What follows belongs to an exercise in optimizing a design on an open flow for small area, a short achievable clock period and few clock cycles per item; a production flow would make more cautious choices. Only simulation tests tie the RTL to the original design; equivalence was not proved.

<file path="run.sh">
#!/bin/bash
# synth_recipe.tcl (not shown) runs the flow's synth.tcl, then flattens the netlist and writes it again
# the make line also repeats each setting of config.mk as NAME=value (left out here)
make -C /OpenROAD-flow-scripts/flow DESIGN_CONFIG=/design/flow/config.mk WORK_HOME=/design/flow/orfs CLKGATE_MAP_FILE= SYNTH_SCRIPT=/design/flow/synth_recipe.tcl finish
</file>
<file path="config.mk">
export PLATFORM = sky130hd
export DESIGN_NAME = murmur2_hash_bucket_select
export DESIGN_NICKNAME = murmur2_hash_bucket_select
export VERILOG_FILES = /design/flow/design.v
export SDC_FILE = /design/flow/constraint.sdc
export NUM_CORES = 4
export LEC_CHECK = 0
export CAP_MARGIN = 20
export CORE_MARGIN = 2
export CORE_UTILIZATION = 40
export SLEW_MARGIN = 20
</file>
<file path="constraint.sdc">
create_clock -name core_clock -period 9.0 [get_ports {clk}]
set_input_delay 1.8000 -clock core_clock [delete_from_list [all_inputs] [get_ports {clk}]]
set_output_delay 1.8000 -clock core_clock [all_outputs]
set_load 0.01 [all_outputs]
</file>
<file path="design.v">
package mhbs_pkg;
  localparam int unsigned HASH_W        = 32;
  localparam int unsigned CNT_W         = 5;
  localparam int unsigned IDX_W         = 4;
  localparam int unsigned KLEN_W        = 8;
  localparam int unsigned MAX_KEY_BYTES = 255;
  localparam logic [HASH_W-1:0] MIX_MUL    = 32'h5bd1_e995;
  localparam int unsigned       MIX_SHIFT  = 24;
  localparam int unsigned       FIN_SHIFT1 = 13;
  localparam int unsigned       FIN_SHIFT2 = 15;
  localparam logic [HASH_W-1:0] RESET_SEED    = 32'h1234_abcd;
  localparam logic [CNT_W-1:0]  RESET_SERVERS = 5'd2;
  localparam logic [CNT_W-1:0]  MAX_SERVERS   = 5'd16;
  localparam logic CFG_IDX_SEED    = 1'b0;
  localparam logic CFG_IDX_SERVERS = 1'b1;
  localparam int unsigned MOD_BITS  = 4;
  localparam int unsigned MOD_STEPS = HASH_W / MOD_BITS;
  localparam int unsigned MOD_CNT_W = $clog2(MOD_STEPS);
  typedef enum logic [3:0] {
    ST_IDLE,
    ST_BLK_K1,
    ST_BLK_K2,
    ST_BLK_H,
    ST_TAIL,
    ST_FIN_MUL,
    ST_FIN_XOR,
    ST_MOD,
    ST_OUT
  } state_t;
  function automatic logic [IDX_W-1:0] mod_step(logic [IDX_W-1:0] rem,
                                                 logic bit_in,
                                                 logic [CNT_W-1:0] div);
    logic [CNT_W-1:0] t;
    t = {rem, bit_in};
    if (t >= div) begin
      t = t - div;
    end
    mod_step = t[IDX_W-1:0];
  endfunction
endpackage
module murmur2_hash_bucket_select (
  input  logic        clk,
  input  logic        rst_n,
  input  logic        in_valid,
  output logic        in_stall,
  input  logic [31:0] in_data_word,
  input  logic [2:0]  in_valid_bytes,
  input  logic        in_last_word,
  input  logic [7:0]  in_key_length,
  output logic        out_valid,
  input  logic        out_stall,
  output logic [3:0]  out_bucket,
  output logic [31:0] out_hash_value,
  input  logic        cfg_valid,
  output logic        cfg_ready,
  input  logic        cfg_index,
  input  logic [31:0] cfg_data
);
  mhbs_pkg::state_t state_r, state_nxt;
  logic [mhbs_pkg::HASH_W-1:0]    seed_r;
  logic [mhbs_pkg::CNT_W-1:0]     servers_r;
  logic                 in_key_r, in_key_nxt;
  logic [mhbs_pkg::HASH_W-1:0]    h_r, h_nxt;
  logic [mhbs_pkg::HASH_W-1:0]    k_r, k_nxt;
  logic [1:0]           nb_r, nb_nxt;
  logic                 last_r, last_nxt;
  logic [mhbs_pkg::CNT_W-1:0]     div_r, div_nxt;
  logic [mhbs_pkg::IDX_W-1:0]     rem_r, rem_nxt;
  logic [mhbs_pkg::MOD_CNT_W-1:0] cnt_r, cnt_nxt;
  logic                 out_valid_r, out_valid_nxt;
  logic [mhbs_pkg::IDX_W-1:0]     out_idx_r, out_idx_nxt;
  logic [mhbs_pkg::HASH_W-1:0]    out_hash_r, out_hash_nxt;
  logic              in_acc;
  logic              out_free;
  logic [mhbs_pkg::HASH_W-1:0] mul_a;
  logic [mhbs_pkg::HASH_W-1:0] mul_p;
  logic [mhbs_pkg::HASH_W-1:0] tail_mask;
  logic [mhbs_pkg::KLEN_W-1:0] klen_clamp;
  logic [mhbs_pkg::CNT_W-1:0]  div_eff;
  logic [mhbs_pkg::IDX_W-1:0]  rem_chain;
  assign in_stall  = (state_r != mhbs_pkg::ST_IDLE);
  assign in_acc    = in_valid && !in_stall;
  assign cfg_ready = 1'b1;
  assign out_free  = !out_valid_r || !out_stall;
  assign out_valid      = out_valid_r;
  assign out_bucket     = out_idx_r;
  assign out_hash_value = out_hash_r;
  assign klen_clamp = (32'(in_key_length) > mhbs_pkg::MAX_KEY_BYTES) ?
                      mhbs_pkg::KLEN_W'(mhbs_pkg::MAX_KEY_BYTES) : in_key_length;
  always_comb begin
    if (servers_r == '0) begin
      div_eff = mhbs_pkg::CNT_W'(1);
    end else if (servers_r > mhbs_pkg::MAX_SERVERS) begin
      div_eff = mhbs_pkg::MAX_SERVERS;
    end else begin
      div_eff = servers_r;
    end
  end
  always_comb begin
    unique case (nb_r)
      2'd1:    tail_mask = 32'h0000_00ff;
      2'd2:    tail_mask = 32'h0000_ffff;
      default: tail_mask = 32'h00ff_ffff;
    endcase
  end
  always_comb begin
    unique case (state_r)
      mhbs_pkg::ST_BLK_K1:  mul_a = k_r;
      mhbs_pkg::ST_BLK_K2:  mul_a = k_r ^ (k_r >> mhbs_pkg::MIX_SHIFT);
      mhbs_pkg::ST_BLK_H:   mul_a = h_r;
      mhbs_pkg::ST_TAIL:    mul_a = h_r ^ (k_r & tail_mask);
      mhbs_pkg::ST_FIN_MUL: mul_a = h_r ^ (h_r >> mhbs_pkg::FIN_SHIFT1);
      default:    mul_a = h_r;
    endcase
  end
  assign mul_p = mul_a * mhbs_pkg::MIX_MUL;
  always_comb begin
    rem_chain = rem_r;
    for (int i = 0; i < mhbs_pkg::MOD_BITS; i++) begin
      rem_chain = mhbs_pkg::mod_step(rem_chain, k_r[mhbs_pkg::HASH_W-1-i], div_r);
    end
  end
  always_comb begin
    state_nxt     = state_r;
    in_key_nxt    = in_key_r;
    h_nxt         = h_r;
    k_nxt         = k_r;
    nb_nxt        = nb_r;
    last_nxt      = last_r;
    div_nxt       = div_r;
    rem_nxt       = rem_r;
    cnt_nxt       = cnt_r;
    out_valid_nxt = out_valid_r && out_stall;
    out_idx_nxt   = out_idx_r;
    out_hash_nxt  = out_hash_r;
    unique case (state_r)
      mhbs_pkg::ST_IDLE: begin
        if (in_acc) begin
          k_nxt      = in_data_word;
          nb_nxt     = in_valid_bytes[1:0];
          last_nxt   = in_last_word;
          in_key_nxt = !in_last_word;
          if (!in_key_r) begin
            h_nxt = seed_r ^ mhbs_pkg::HASH_W'(klen_clamp);
          end
          priority if (in_valid_bytes >= 3'd4) begin
            state_nxt = mhbs_pkg::ST_BLK_K1;
          end else if (in_valid_bytes != 3'd0) begin
            state_nxt = mhbs_pkg::ST_TAIL;
          end else if (in_last_word) begin
            state_nxt = mhbs_pkg::ST_FIN_MUL;
          end else begin
            state_nxt = mhbs_pkg::ST_IDLE;
          end
        end
      end
      mhbs_pkg::ST_BLK_K1: begin
        k_nxt     = mul_p;
        state_nxt = mhbs_pkg::ST_BLK_K2;
      end
      mhbs_pkg::ST_BLK_K2: begin
        k_nxt     = mul_p;
        state_nxt = mhbs_pkg::ST_BLK_H;
      end
      mhbs_pkg::ST_BLK_H: begin
        h_nxt     = mul_p ^ k_r;
        state_nxt = last_r ? mhbs_pkg::ST_FIN_MUL : mhbs_pkg::ST_IDLE;
      end
      mhbs_pkg::ST_TAIL: begin
        h_nxt     = mul_p;
        state_nxt = last_r ? mhbs_pkg::ST_FIN_MUL : mhbs_pkg::ST_IDLE;
      end
      mhbs_pkg::ST_FIN_MUL: begin
        h_nxt     = mul_p;
        state_nxt = mhbs_pkg::ST_FIN_XOR;
      end
      mhbs_pkg::ST_FIN_XOR: begin
        h_nxt     = h_r ^ (h_r >> mhbs_pkg::FIN_SHIFT2);
        k_nxt     = h_r ^ (h_r >> mhbs_pkg::FIN_SHIFT2);
        div_nxt   = div_eff;
        rem_nxt   = '0;
        cnt_nxt   = '0;
        state_nxt = mhbs_pkg::ST_MOD;
      end
      mhbs_pkg::ST_MOD: begin
        rem_nxt = rem_chain;
        k_nxt   = k_r << mhbs_pkg::MOD_BITS;
        cnt_nxt = cnt_r + 1'b1;
        if (cnt_r == mhbs_pkg::MOD_CNT_W'(mhbs_pkg::MOD_STEPS - 1)) begin
          state_nxt = mhbs_pkg::ST_OUT;
        end
      end
      mhbs_pkg::ST_OUT: begin
        if (out_free) begin
          out_valid_nxt = 1'b1;
          out_idx_nxt   = rem_r;
          out_hash_nxt  = h_r;
          state_nxt     = mhbs_pkg::ST_IDLE;
        end
      end
      default: state_nxt = mhbs_pkg::ST_IDLE;
    endcase
  end
  always_ff @(posedge clk) begin
    if (!rst_n) begin
      state_r     <= mhbs_pkg::ST_IDLE;
      in_key_r    <= 1'b0;
      out_valid_r <= 1'b0;
      seed_r      <= mhbs_pkg::RESET_SEED;
      servers_r   <= mhbs_pkg::RESET_SERVERS;
    end else begin
      state_r     <= state_nxt;
      in_key_r    <= in_key_nxt;
      out_valid_r <= out_valid_nxt;
      if (cfg_valid && cfg_ready) begin
        unique case (cfg_index)
          mhbs_pkg::CFG_IDX_SEED:    seed_r    <= cfg_data;
          mhbs_pkg::CFG_IDX_SERVERS: servers_r <= cfg_data[mhbs_pkg::CNT_W-1:0];
          default:         seed_r    <= seed_r;
        endcase
      end
    end
  end
  always_ff @(posedge clk) begin
    h_r        <= h_nxt;
    k_r        <= k_nxt;
    nb_r       <= nb_nxt;
    last_r     <= last_nxt;
    div_r      <= div_nxt;
    rem_r      <= rem_nxt;
    cnt_r      <= cnt_nxt;
    out_idx_r  <= out_idx_nxt;
    out_hash_r <= out_hash_nxt;
  end
endmodule
</file>
==> impl_metrics.csv <==
group,metric,value,unit
sta,finalSetupTns,0,ns
worst_setup_path,critPathArrivalTime,8.79,ns
logic_synthesis,synthesis.instances,1868,
cts,htreeDepth,4,
sta,whs,0.467,ns
cts,numCtsBuffers,17,
sta,fin_skew,0.0266,ns
route,vias_per_cell,5.45,
place,gp_congestion,0.936,
worst_setup_path,crit_type,"register to register",
cts,clock-sinks,158,
outcome,status,"finished clean",
worst_setup_path,required,9.15,ns
worst_setup_path,path_common_cell,"fa_1",
global_route,grt_pass1_wl,88300,um
cts,root_buffer,"clkbuf_16",
floorplan,design.die.area,46500,um^2
logic_synthesis,avgSynthCellArea,9.60,um^2
cts,clkSlewWorstSetupHoldPaths,0.07,ns
logic_synthesis,synth-edff-count,115,
sta,rsz0062_at_grt,"false",
route,drt-total-wl,56900,um
cells_and_area,final_cell_area,20800,um^2
worst_setup_path,r2r_setup_slack,0.35,ns
cts,clk_latency,0.45,ns
global_route,grt_pass1_vias,14679,
worst_hold_path,hold_path.class,"register to register",
cells_and_area,nets,2509,
worst_setup_path,critPathLaunchType,"register",
place,numPortBuffers,119,
logic_synthesis,ys.flop_type,"edfxtp_1",
sta,setup_viol,0,
floorplan,die_h,216,um
logic_synthesis,ys_warn_count,1,
floorplan,initial_core_util,0.405,
floorplan,core_area,44200,um^2
logic_synthesis,synthDistinctLibCells,69,
logic_synthesis,netlist_area,17900,um^2
route,drtIter0Drc,1246,
place,dpl.cell_count,2575,
worst_setup_path,cp_max_fo,17,
global_route,antenna_found_initial,0,
logic_synthesis,syn_nets,2374,
route,drc_errors,0,
worst_setup_path,cpPeakStageDelay,0.59,ns
flow_run,timing.max_cap.violations,0,
sta,worst_slew_pin_slew,1.16,ns
floorplan,die_w,216,um
cells_and_area,nFillCells,4190,
floorplan,fp-row-count,77,
route,wl_per_cell,21.8,um
cells_and_area,mostFrequentLayoutCells,"inv_1 (373), ha_1 (241), fa_1 (183), nand2_1 (165), clkdlybuf4s50_1 (119)",
worst_setup_path,cp_slowest_cell,"fa_1",
cells_and_area,fin_cells,2608,
sta,fmax,0.116,GHz
logic_synthesis,ys_seq_area_frac,0.241,
global_route,grt_max_degree,44,
route,first_pass_iters,7,
sta,hold_viol,0,
cells_and_area,multi_input_area,12000,um^2
floorplan,ios,121,
sta,slew_headroom,0.226,
cells_and_area,synthToLayoutAreaGrowth,16.0,%
sta,min_period_over_period,0.961,
sta,slew_viol_final,0,
cts,cts_tree,"built",
route,vias,14215,
worst_setup_path,end_kind,"register",
cells_and_area,regArea,4320,um^2
cells_and_area,diodes,0,
place,dpl.hpwl,46500,um
cts,cts_max_path_buffers,2,
cells_and_area,final_common_cell,"inv_1",
place,placed_cell_area,20200,um^2
logic_synthesis,async_flop_share,0,
global_route,grt_use_total,0.249,
cells_and_area,drive_gt1_frac,0.0689,
logic_synthesis,synth_seq_cells,158,
route,ant_nets,0,
sta,period_minus_slack,8.65,ns
global_route,gr-total-overflow,0,
logic make-up after synthesis:
kind of cell             after synthesis  share of synthesized area
other                                  1                   0.000209
flip-flops                           158                      0.241
buffers and inverters                448                     0.0950
XOR/XNOR                             124                     0.0622
multiplexers                          12                    0.00740
adder cells (fa/ha/maj)              424                      0.373
AO/OA/AOI/OAI                        351                      0.134
AND/OR/NAND/NOR                      350                     0.0881
what timing repair did:
action,in CTS,in global routing
setup endpoints to repair,0,9
buffers inserted,0,1
gates resized for setup,0,10
hold buffers,0,0
synth_stat cells, types with 8 or more instances:
master,count,area (um^2)
a21oi_1,64,320
nand2_1,165,619
a222oi_1,17,170
a21boi_0,25,188
inv_1,373,1400
a22oi_1,21,158
and2_1,10,62.6
clkbuf_1,61,229
o211ai_1,10,75.1
o22ai_1,11,68.8
nand2b_1,15,93.8
a21o_1,24,180
o21ai_0,84,420
nor2b_1,18,113
xor2_1,54,473
nand3_1,46,230
xnor2_1,68,596
fa_1,183,3660
nor2_1,67,251
o221ai_1,24,210
ha_1,241,3020
edfxtp_1,115,3450
dfxtp_1,43,861
a221oi_1,8,70.1
worst paths after layout:
kind / to / cells after the start / start
setup / recovery: h_r[31] / 29 / state_r[2]
hold / removal: seed_r[26] / 2 / seed_r[26]
setup reg to reg: h_r[31] / 29 / state_r[2]
hold reg to reg: seed_r[26] / 2 / seed_r[26]
layout make-up:
cell class	count	area share
clock buffers	17	0.0205
repair buffers	191	0.0845
multi-input cells	1262	0.577
well taps	592	0.0356
flip-flops and latches	158	0.208
inverters	373	0.0673
clock inverters	15	0.00728
metal layers:
layer  vias up  wire (um)  global-route usage
li1       6514          -                   -
met4         0       1850              0.0809
met2       548      26000               0.395
met3        90       3930              0.0376
met5         -          0                   0
met1      7063      25100               0.350
sequential cells by signal, summed over array words and instances, names as in the netlist:
signal / flops
div_r: 5
rem_r: 4
out_hash_r: 32
cnt_r: 3
state_r: 4
last_r: 1
in_key_r: 1
out_idx_r: 4
seed_r: 32
k_r: 32
out_valid_r: 1
h_r: 32
servers_r: 5
nb_r: 2
per-stage QoR:
| stage | utilization | worst slack, ns |
|---|---|---|
| 3_5_place_dp | 0.456 | 0.0949 |
| 3_3_place_gp | 0.456 | 0.148 |
| 4_1_cts | 0.469 | 0.0289 |
| 5_1_grt | 0.470 | 0.00440 |
| 2_1_floorplan | - | 0.344 |
| 6_report | 0.470 | 0.353 |
worst max-delay path: cells and delay by family, from the launching register on:
kind	cells	cell delay, ns
simple gates	2	0.30
flops	1	0.46
xor+xnor	2	0.49
compound gates	10	2.33
fa+ha+maj	9	4.04
buf+inv	6	0.75
Testbench counts, summed over its fixed seeds: cycles 107,092, keys 3,000.

==> port drivers added, routing unchanged <==
How much do the figures lean on ideal ports? The routed layout below was timed once more, with nothing changed but the port constraints. Step 1, drivers: a clkbuf_16 drives clk and a buf_2 each remaining input, both assumed. Step 2 times the ports against the registers' clock, not the clock port: input delays grow and output delays shrink by t, the midpoint of the rising clock arrivals with the driver on. Slacks: no drivers / after step 1 / after step 2; pairs: no drivers / after step 1.
t, ns: 0.485
setup WS [ns]: 0.353 / 0.353 / 0.353
cell pins on the clock port's net: 1
After both steps this run still meets setup and hold. For this run, drivers alone change the setup slack by 0.000 ns; drivers and shift together by 0.000 ns.
